This design comes from an exercise in tuning for small area, a short achievable clock period and few clock cycles per item on the open sky130 flow, not from production work.
Only simulation tests tie the RTL to the original design; equivalence was not proved.
No activity file was given, so power comes from the tool's default toggle rates.

--- config.mk ---
export PLATFORM = sky130hd
export DESIGN_NAME = sorted_interval_table
export DESIGN_NICKNAME = sorted_interval_table
export VERILOG_FILES = /design/flow/design.v
export SDC_FILE = /design/flow/constraint.sdc
export NUM_CORES = 4
export LEC_CHECK = 0
export CAP_MARGIN = 20
export CORE_MARGIN = 2
export CORE_UTILIZATION = 40
export SLEW_MARGIN = 20
--- constraint.sdc ---
create_clock -name core_clock -period 5.0 [get_ports {clk}]
set_input_delay 1.0000 -clock core_clock [delete_from_list [all_inputs] [get_ports {clk}]]
set_output_delay 1.0000 -clock core_clock [all_outputs]
set_load 0.01 [all_outputs]
--- design.v ---
package sit_pkg;
	localparam int CAPACITY = 32;
	localparam int IDX_W    = $clog2(CAPACITY);
	localparam int CNT_W    = $clog2(CAPACITY + 1);
	localparam int CMP_W    = CNT_W + 1;
	localparam int TIME_W     = 11;
	localparam int ROOM_W     = 8;
	localparam int KIND_W     = 2;
	localparam int STATUS_W   = 3;
	localparam int OUT_IDX_W  = 5;
	localparam int CFG_W      = 11;
	localparam int CFG_ADDR_W = 1;
	localparam int ENTRY_W   = 2 * TIME_W + ROOM_W;
	localparam int RES_W     = STATUS_W + OUT_IDX_W + TIME_W + ROOM_W;
	localparam int S_TDATA_W = ((ENTRY_W + 7) / 8) * 8;
	localparam int M_TDATA_W = ((RES_W + 7) / 8) * 8;
	localparam logic [TIME_W-1:0] DAY_BEGIN_RST = TIME_W'(0);
	localparam logic [TIME_W-1:0] DAY_END_RST   = TIME_W'(1440);
	localparam logic [CFG_ADDR_W-1:0] REG_DAY_BEGIN = CFG_ADDR_W'(0);
	localparam logic [CFG_ADDR_W-1:0] REG_DAY_END   = CFG_ADDR_W'(1);
	typedef enum logic [KIND_W-1:0] {
		KIND_INSERT = 2'd0,
		KIND_REMOVE = 2'd1,
		KIND_FIND   = 2'd2
	} kind_t;
	typedef enum logic [STATUS_W-1:0] {
		STAT_OK       = 3'd0,
		STAT_RANGE    = 3'd1,
		STAT_FULL     = 3'd2,
		STAT_EMPTY    = 3'd3,
		STAT_NOTFOUND = 3'd4
	} status_t;
	typedef struct packed {
		logic [ROOM_W-1:0] room;
		logic [TIME_W-1:0] fin;
		logic [TIME_W-1:0] bgn;
	} entry_t;
	typedef struct packed {
		logic [ROOM_W-1:0]    room;
		logic [TIME_W-1:0]    fin;
		logic [OUT_IDX_W-1:0] idx;
		status_t              status;
	} result_t;
endpackage
module sit_ram #(
	parameter int WIDTH = 8,
	parameter int DEPTH = 32
) (
	input  logic                     clk,
	input  logic                     we,
	input  logic [$clog2(DEPTH)-1:0] waddr,
	input  logic [WIDTH-1:0]         wdata,
	input  logic [$clog2(DEPTH)-1:0] raddr,
	output logic [WIDTH-1:0]         rdata
);
	logic [WIDTH-1:0] mem [DEPTH];
	always_ff @(posedge clk) begin
		if (we) begin
			mem[waddr] <= wdata;
		end
		rdata <= mem[raddr];
	end
endmodule
import sit_pkg::*;
module sorted_interval_table (
	input  logic                  clk,
	input  logic                  arst_n,
	input  logic                  cfg_we,
	input  logic [sit_pkg::CFG_ADDR_W-1:0] cfg_addr,
	input  logic [sit_pkg::CFG_W-1:0]      cfg_wdata,
	input  logic                  s_tvalid,
	output logic                  s_tready,
	input  logic [sit_pkg::S_TDATA_W-1:0]  s_tdata,    
	input  logic [sit_pkg::KIND_W-1:0]     s_tuser,    
	output logic                  m_tvalid,
	input  logic                  m_tready,
	output logic [sit_pkg::M_TDATA_W-1:0]  m_tdata     
);
	typedef enum logic [2:0] {
		S_IDLE,
		S_INS_SHIFT,
		S_INS_PUT,
		S_SRCH,
		S_SRCH_CMP,
		S_DEL_SHIFT,
		S_DONE
	} state_t;
	state_t            state_q;
	logic [TIME_W-1:0] day_begin_q;
	logic [TIME_W-1:0] day_end_q;
	logic [CNT_W-1:0]  cnt_q;
	logic [KIND_W-1:0] kind_q;
	sit_pkg::entry_t            new_q;
	logic [IDX_W-1:0]  pos_q;
	logic [CNT_W-1:0]  lo_q;
	logic [CNT_W-1:0]  hix_q;     
	logic [IDX_W-1:0]  mid_q;
	sit_pkg::result_t           res_q;
	sit_pkg::result_t           out_q;
	logic              out_valid_q;
	logic             ram_we;
	logic [IDX_W-1:0] ram_waddr;
	logic [IDX_W-1:0] ram_raddr;
	sit_pkg::entry_t           ram_wdata;
	logic [ENTRY_W-1:0] ram_rdata;
	sit_pkg::entry_t           rd_e;
	sit_pkg::entry_t           in_e;
	logic             accept;
	logic             bad_ins;
	logic             full;
	logic             ins_more;
	logic             srch_open;
	logic [CNT_W-1:0] half;
	logic [IDX_W-1:0] mid_idx;
	logic             out_free;
	assign in_e      = sit_pkg::entry_t'(s_tdata[ENTRY_W-1:0]);
	assign rd_e      = sit_pkg::entry_t'(ram_rdata);
	assign s_tready  = (state_q == S_IDLE);
	assign accept    = s_tvalid && s_tready;
	assign bad_ins   = (in_e.bgn < day_begin_q) || (in_e.fin > day_end_q)
		|| (in_e.bgn >= in_e.fin);
	assign full      = (cnt_q == CNT_W'(CAPACITY));
	assign ins_more  = (rd_e.bgn > new_q.bgn);
	assign srch_open = (lo_q < hix_q);
	assign half      = CNT_W'(hix_q - lo_q - CNT_W'(1)) >> 1;
	assign mid_idx   = IDX_W'(lo_q + half);
	assign out_free  = !out_valid_q || m_tready;
	assign m_tvalid = out_valid_q;
	assign m_tdata  = M_TDATA_W'(out_q);
	sit_ram #(
		.WIDTH(ENTRY_W),
		.DEPTH(CAPACITY)
	) u_entries (
		.clk  (clk),
		.we   (ram_we),
		.waddr(ram_waddr),
		.wdata(ram_wdata),
		.raddr(ram_raddr),
		.rdata(ram_rdata)
	);
	always_comb begin
		ram_we    = 1'b0;
		ram_waddr = pos_q;
		ram_wdata = rd_e;
		ram_raddr = mid_idx;
		unique case (state_q)
			S_IDLE: begin
				ram_raddr = IDX_W'(cnt_q - CNT_W'(1));
			end
			S_INS_SHIFT: begin
				ram_we    = 1'b1;
				ram_raddr = pos_q - IDX_W'(2);
				if (!ins_more) begin
					ram_wdata = new_q;
				end
			end
			S_INS_PUT: begin
				ram_we    = 1'b1;
				ram_wdata = new_q;
			end
			S_SRCH: begin
				ram_raddr = mid_idx;
			end
			S_SRCH_CMP: begin
				ram_raddr = mid_q + IDX_W'(1);
			end
			S_DEL_SHIFT: begin
				ram_we    = 1'b1;
				ram_raddr = pos_q + IDX_W'(2);
			end
			S_DONE: begin
				ram_raddr = mid_idx;
			end
			default: begin
				ram_we = 1'b0;
			end
		endcase
	end
	always_ff @(posedge clk or negedge arst_n) begin
		if (!arst_n) begin
			state_q     <= S_IDLE;
			day_begin_q <= DAY_BEGIN_RST;
			day_end_q   <= DAY_END_RST;
			cnt_q       <= '0;
			out_valid_q <= 1'b0;
		end else begin
			if (cfg_we) begin
				unique case (cfg_addr)
					REG_DAY_BEGIN: day_begin_q <= cfg_wdata;
					REG_DAY_END:   day_end_q   <= cfg_wdata;
					default:       day_end_q   <= day_end_q;
				endcase
			end
			if ((state_q == S_DONE) && out_free) begin
				out_valid_q <= 1'b1;
			end else if (m_tready) begin
				out_valid_q <= 1'b0;
			end
			unique case (state_q)
				S_IDLE: begin
					if (accept) begin
						new_q  <= in_e;
						kind_q <= s_tuser;
						res_q  <= '0;
						lo_q   <= '0;
						hix_q  <= cnt_q;
						case (s_tuser)
							KIND_INSERT: begin
								if (bad_ins) begin
									res_q.status <= STAT_RANGE;
									state_q      <= S_DONE;
								end else if (full) begin
									res_q.status <= STAT_FULL;
									state_q      <= S_DONE;
								end else if (cnt_q == '0) begin
									pos_q   <= '0;
									state_q <= S_INS_PUT;
								end else begin
									pos_q   <= IDX_W'(cnt_q);
									state_q <= S_INS_SHIFT;
								end
							end
							KIND_REMOVE: begin
								if (cnt_q == '0) begin
									res_q.status <= STAT_EMPTY;
									state_q      <= S_DONE;
								end else begin
									state_q <= S_SRCH;
								end
							end
							KIND_FIND: begin
								state_q <= S_SRCH;
							end
							default: begin
								res_q.status <= STAT_RANGE;
								state_q      <= S_DONE;
							end
						endcase
					end
				end
				S_INS_SHIFT: begin
					if (ins_more) begin
						pos_q <= pos_q - IDX_W'(1);
						if (pos_q == IDX_W'(1)) begin
							state_q <= S_INS_PUT;
						end
					end else begin
						cnt_q   <= cnt_q + CNT_W'(1);
						state_q <= S_DONE;
					end
				end
				S_INS_PUT: begin
					cnt_q   <= cnt_q + CNT_W'(1);
					state_q <= S_DONE;
				end
				S_SRCH: begin
					if (srch_open) begin
						mid_q   <= mid_idx;
						state_q <= S_SRCH_CMP;
					end else begin
						res_q.status <= STAT_NOTFOUND;
						state_q      <= S_DONE;
					end
				end
				S_SRCH_CMP: begin
					if (rd_e.bgn == new_q.bgn) begin
						if (kind_q == KIND_FIND) begin
							res_q.idx  <= OUT_IDX_W'(mid_q);
							res_q.fin  <= rd_e.fin;
							res_q.room <= rd_e.room;
							state_q    <= S_DONE;
						end else begin
							pos_q <= mid_q;
							if ((CMP_W'(mid_q) + CMP_W'(1)) < CMP_W'(cnt_q)) begin
								state_q <= S_DEL_SHIFT;
							end else begin
								cnt_q   <= cnt_q - CNT_W'(1);
								state_q <= S_DONE;
							end
						end
					end else if (new_q.bgn > rd_e.bgn) begin
						lo_q    <= CNT_W'(CMP_W'(mid_q) + CMP_W'(1));
						state_q <= S_SRCH;
					end else begin
						hix_q   <= CNT_W'(mid_q);
						state_q <= S_SRCH;
					end
				end
				S_DEL_SHIFT: begin
					pos_q <= pos_q + IDX_W'(1);
					if (!((CMP_W'(pos_q) + CMP_W'(2)) < CMP_W'(cnt_q))) begin
						cnt_q   <= cnt_q - CNT_W'(1);
						state_q <= S_DONE;
					end
				end
				S_DONE: begin
					if (out_free) begin
						out_q   <= res_q;
						state_q <= S_IDLE;
					end
				end
				default: begin
					state_q <= S_IDLE;
				end
			endcase
		end
	end
endmodule
--- run.sh ---
#!/bin/bash
# synth_recipe.tcl (not shown) runs the flow's synth.tcl, then flattens the netlist and writes it again
# the make line also repeats each setting of config.mk as NAME=value (left out here)
make -C /OpenROAD-flow-scripts/flow DESIGN_CONFIG=/design/flow/config.mk WORK_HOME=/design/flow/orfs CLKGATE_MAP_FILE= SYNTH_SCRIPT=/design/flow/synth_recipe.tcl finish
==> run notes <==
status=no timing/DRC/antenna violations; skew final=0.0316 ns; global-route wire length before repair=181 mm; Worst Hold Class=primary input to async pin; worst rel slew slack=0.295; DRC errors left=0; Logic pwr share=0.481; Sequential Area=roughly 33000 um2; initial antenna violation count=0; Clock Tree Buf Depth=3; CP Buf/Inv Count=3; yosys warns=2; Hold Violations, Final=0; synthesis-to-finish area growth=14.9%; Yosys cell types=75; WP data required=5.61 ns; DR pass1 iterations=5; Starting Density=0.404; share of the clock period used by the worst path=0.832; Pleak=18.8 nW; CP Capture Type=flop; CP peak stage delay=0.55 ns; mux share of post-synthesis cell area=0.0777; worst skew pair latency=0.71 ns; Pint=25.1 mW; number of synthesized register bits=1130; Slew @ Worst Pin=1.06 ns; placed standard-cell area=50400 um2; H-tree depth=3; Sw Share=0.400; post-synthesis simple-gate area fraction=0.0611; final net count=3355; # IOs=85; post-route ant nets=0; delay-heaviest family, CP=adder cells; Slew Viols, Final=0; routability cong.=between 0.8 and 0.9; PD cells=775 nW/um2; CP Class=flop to flop; Synth top area share=0.683; register area share after synthesis=0.713; post-synthesis adder-cell area fraction=0.0234; WHS=0.277 ns; ranking of synthesized cells by area=edfxtp_1 68%, mux2i_1 5.2%, nand2_1 3.4%; wire length per cell=25.4 um; core area=116000 um2; Post-synth EDFFs=1068; RSZ-0062 raised after global routing=false; VDD IR-drop max=between 800 and 900 uV; vias in the first global route=26361; largest net degree at the start of global routing=between 90 and 100; Avg Inst Size Synth=15.0 um2; CTS tree=yes; multi-input logic area=12500 um2; via count=27342; post-synthesis xor/xnor area fraction=0.00429; post-synthesis cell count=3123; ys async rst share=0.0283; die height=approximately 350 um; CP Max Fanout=31; design area=54000 um2; post-route setup slack=0.841 ns; total global routing overflow=0; share of cells above drive strength 1=0.130; IO buf count=77; drt total wl=123 mm; CTS buffer count=112; worst slack, placed=0.757 ns; DRT iter0 DRCs=2673; Synth area leader=edfxtp_1; switching pwr=16.7 mW; CTS root buffer=clkbuf_16; full die area=120000 um2; Die X=between 300 and 400 um; fmax=240 MHz; fillers=around 10000; Worst path slowest cell=mux4_2; total power=41.8 mW; clk slew on worst S/H paths=0.06 ns; CTS Hold Bufs=0; WP data arrival=4.77 ns; Post-CTS Setup Inserts=0; fin crit period=4.16 ns; CP startpoint kind=flop; clock sinks=1130; GRT Total Usage=0.202; vias per inst=5.65; DP HPWL=around 71 mm; Sum Neg Setup Slack=0 ns; final setup vio count=0; CP Cell Sequence=nand2b_1, fa_1, inv_1, ha_1, inv_1, fa_1, o21ai_4, or2_4, buf_12, mux4_2, nand2_1, o31ai_1, mux2i_1; Synth Area in Compound Gates=0.0925; largest family of logic cells by synthesized area=compound AO/OA/AOI/OAI gates; Clk pwr share=0.197; Synth Flop Type=edfxtp_1; Post-Syn Area=between 40000 and 50000 um2; sequential power share=0.322; num rows=125; post_cts resized=0; max cap viols=0
## state kept, by name (all words and copies together) (netlist names), 2 cells and up
| register | flops |
|---|---|
| out_q | 27 |
| mid_q | 5 |
| state_q | 3 |
| day_end_q | 11 |
| hix_q | 6 |
| pos_q | 5 |
| u_entries.mem | 960 |
| lo_q | 6 |
| u_entries.rdata | 30 |
| res_q | 27 |
| day_begin_q | 11 |
| new_q | 30 |
| kind_q | 2 |
| cnt_q | 6 |
## worst reg2reg max path: stages, from the launching register on
cell      delay [ns]
edfxtp_1        0.39
nand2b_1        0.21
fa_1            0.52
inv_1           0.05
ha_1            0.18
inv_1           0.07
fa_1            0.52
o21ai_4         0.22
or2_4           0.50
buf_12          0.33
mux4_2          0.58
nand2_1         0.11
o31ai_1         0.18
mux2i_1         0.21
## Yosys cell counts, drive strengths merged, types with 31 or more instances
| cell type | number |
|---|---|
| mux2i | 244 |
| o31ai | 38 |
| a21oi | 211 |
| ha | 83 |
| buf | 112 |
| a311oi | 31 |
| edfxtp | 1068 |
| nand2 | 427 |
| a221oi | 91 |
| a221o | 61 |
| o21ai | 35 |
| mux2 | 47 |
| nor2 | 63 |
| nand3 | 80 |
| a211oi | 39 |
| inv | 79 |
| clkbuf | 93 |
## power by group through the flow
stage          Combinational [mW]  Sequential [mW]  Clock, mW
4_1_cts                      20.2             13.5       8.33
2_1_floorplan                13.8             13.4          0
6_report                     20.1             13.5       8.22
3_3_place_gp                 19.9             13.7          0
5_1_grt                      21.8             13.5       8.70
3_5_place_dp                 20.1             13.7          0
## layout make-up
type                            count  area share
Multi-Input combinational cell   1713       0.232
Tap cell                         1524      0.0353
Antenna cell                        1   0.0000464
Sequential cell                  1130       0.620
Clock buffer                      150      0.0568
Clock inverter                     62     0.00972
Timing Repair Buffer              182      0.0402
Inverter                           79     0.00550
## cell families after synthesis
family	count (synthesis)
xor+xnor	23
mux	321
flops	1130
other cells	1
fa+ha+maj	86
simple gates	669
buf+inv	284
compound gates	609
## per-stage QoR
stage	utilization	instances
floorplan	-	3127
global placement	0.433	4628
detailed placement	0.433	4628
CTS	0.464	4840
global route	0.464	4840
finish	0.464	4841
## metal layers
| layer | GRT usage | share of wire | up-vias |
|---|---|---|---|
| met3 | 0.0258 | 0.057 | 182 |
| met4 | 0.0565 | 0.025 | 0 |
| met5 | 0 | 0 | - |
| met2 | 0.335 | 0.49 | 921 |
| met1 | 0.279 | 0.43 | 13955 |
| li1 | - | - | 12284 |
## layout by cell type, fill, tap and decap left out, types with 28 or more instances in the layout
master and count:
a211oi_1 39, a21oi_1 209, a221o_1 61, a221oi_1 91, a311oi_1 31, buf_12 49
buf_4 56, clkbuf_16 113, clkdlybuf4s50_1 76, clkinv_2 28, dfrtp_1 28, dfxtp_1 30
edfxtp_1 1068, ha_1 83, inv_1 79, mux2_2 47, mux2i_1 244, mux4_2 30
nand2_1 427, nand3_1 80, nor2_1 29, nor2_4 33, o21ai_0 34, o31ai_1 37
## final timing paths
| check | cells after the start | start | endpoint | slack (ns) |
|---|---|---|---|---|
| min in group core_clock | 0 | res_q[5] | out_q[5] | 0.42 |
| worst max register to register | 13 | lo_q[0] | u_entries.rdata[12] | 0.84 |
| worst min register to register | 0 | res_q[5] | out_q[5] | 0.42 |
| max in group asynchronous | 2 | arst_n | cnt_q[3] | 3.97 |
| worst min-delay path | 1 | arst_n | out_valid_q | 0.28 |
| worst max-delay path | 13 | lo_q[0] | u_entries.rdata[12] | 0.84 |
Testbench counts, summed over its fixed seeds: cycles 70,846, items 4,800.

-- static timing again, ports no longer ideal --
The flow's constraints put no driver on any port. The routed layout listed below was extracted and timed again, unchanged, in two steps.
Step 1: set_driving_cell puts a clkbuf_16 on clk and a buf_2 on each other input, an assumption about the parent block.
Step 2 moves the port delays by t, midway between the first and last clock arrival at a register: inputs arrive t later, outputs are due t later. That takes back most of the time a late clock gives input paths.
Slacks: ideal / step 1 / step 2; pairs: ideal / step 1.
shift t [ns]: 0.768
setup WS [ns]: 0.841 / 0.841 / 0.697
hold WS [ns]: 0.277 / 0.226 / 0.417
After both steps this run still meets setup and hold. The setup slack of this run moves by 0.000 ns with the drivers and by -0.144 ns with both steps.
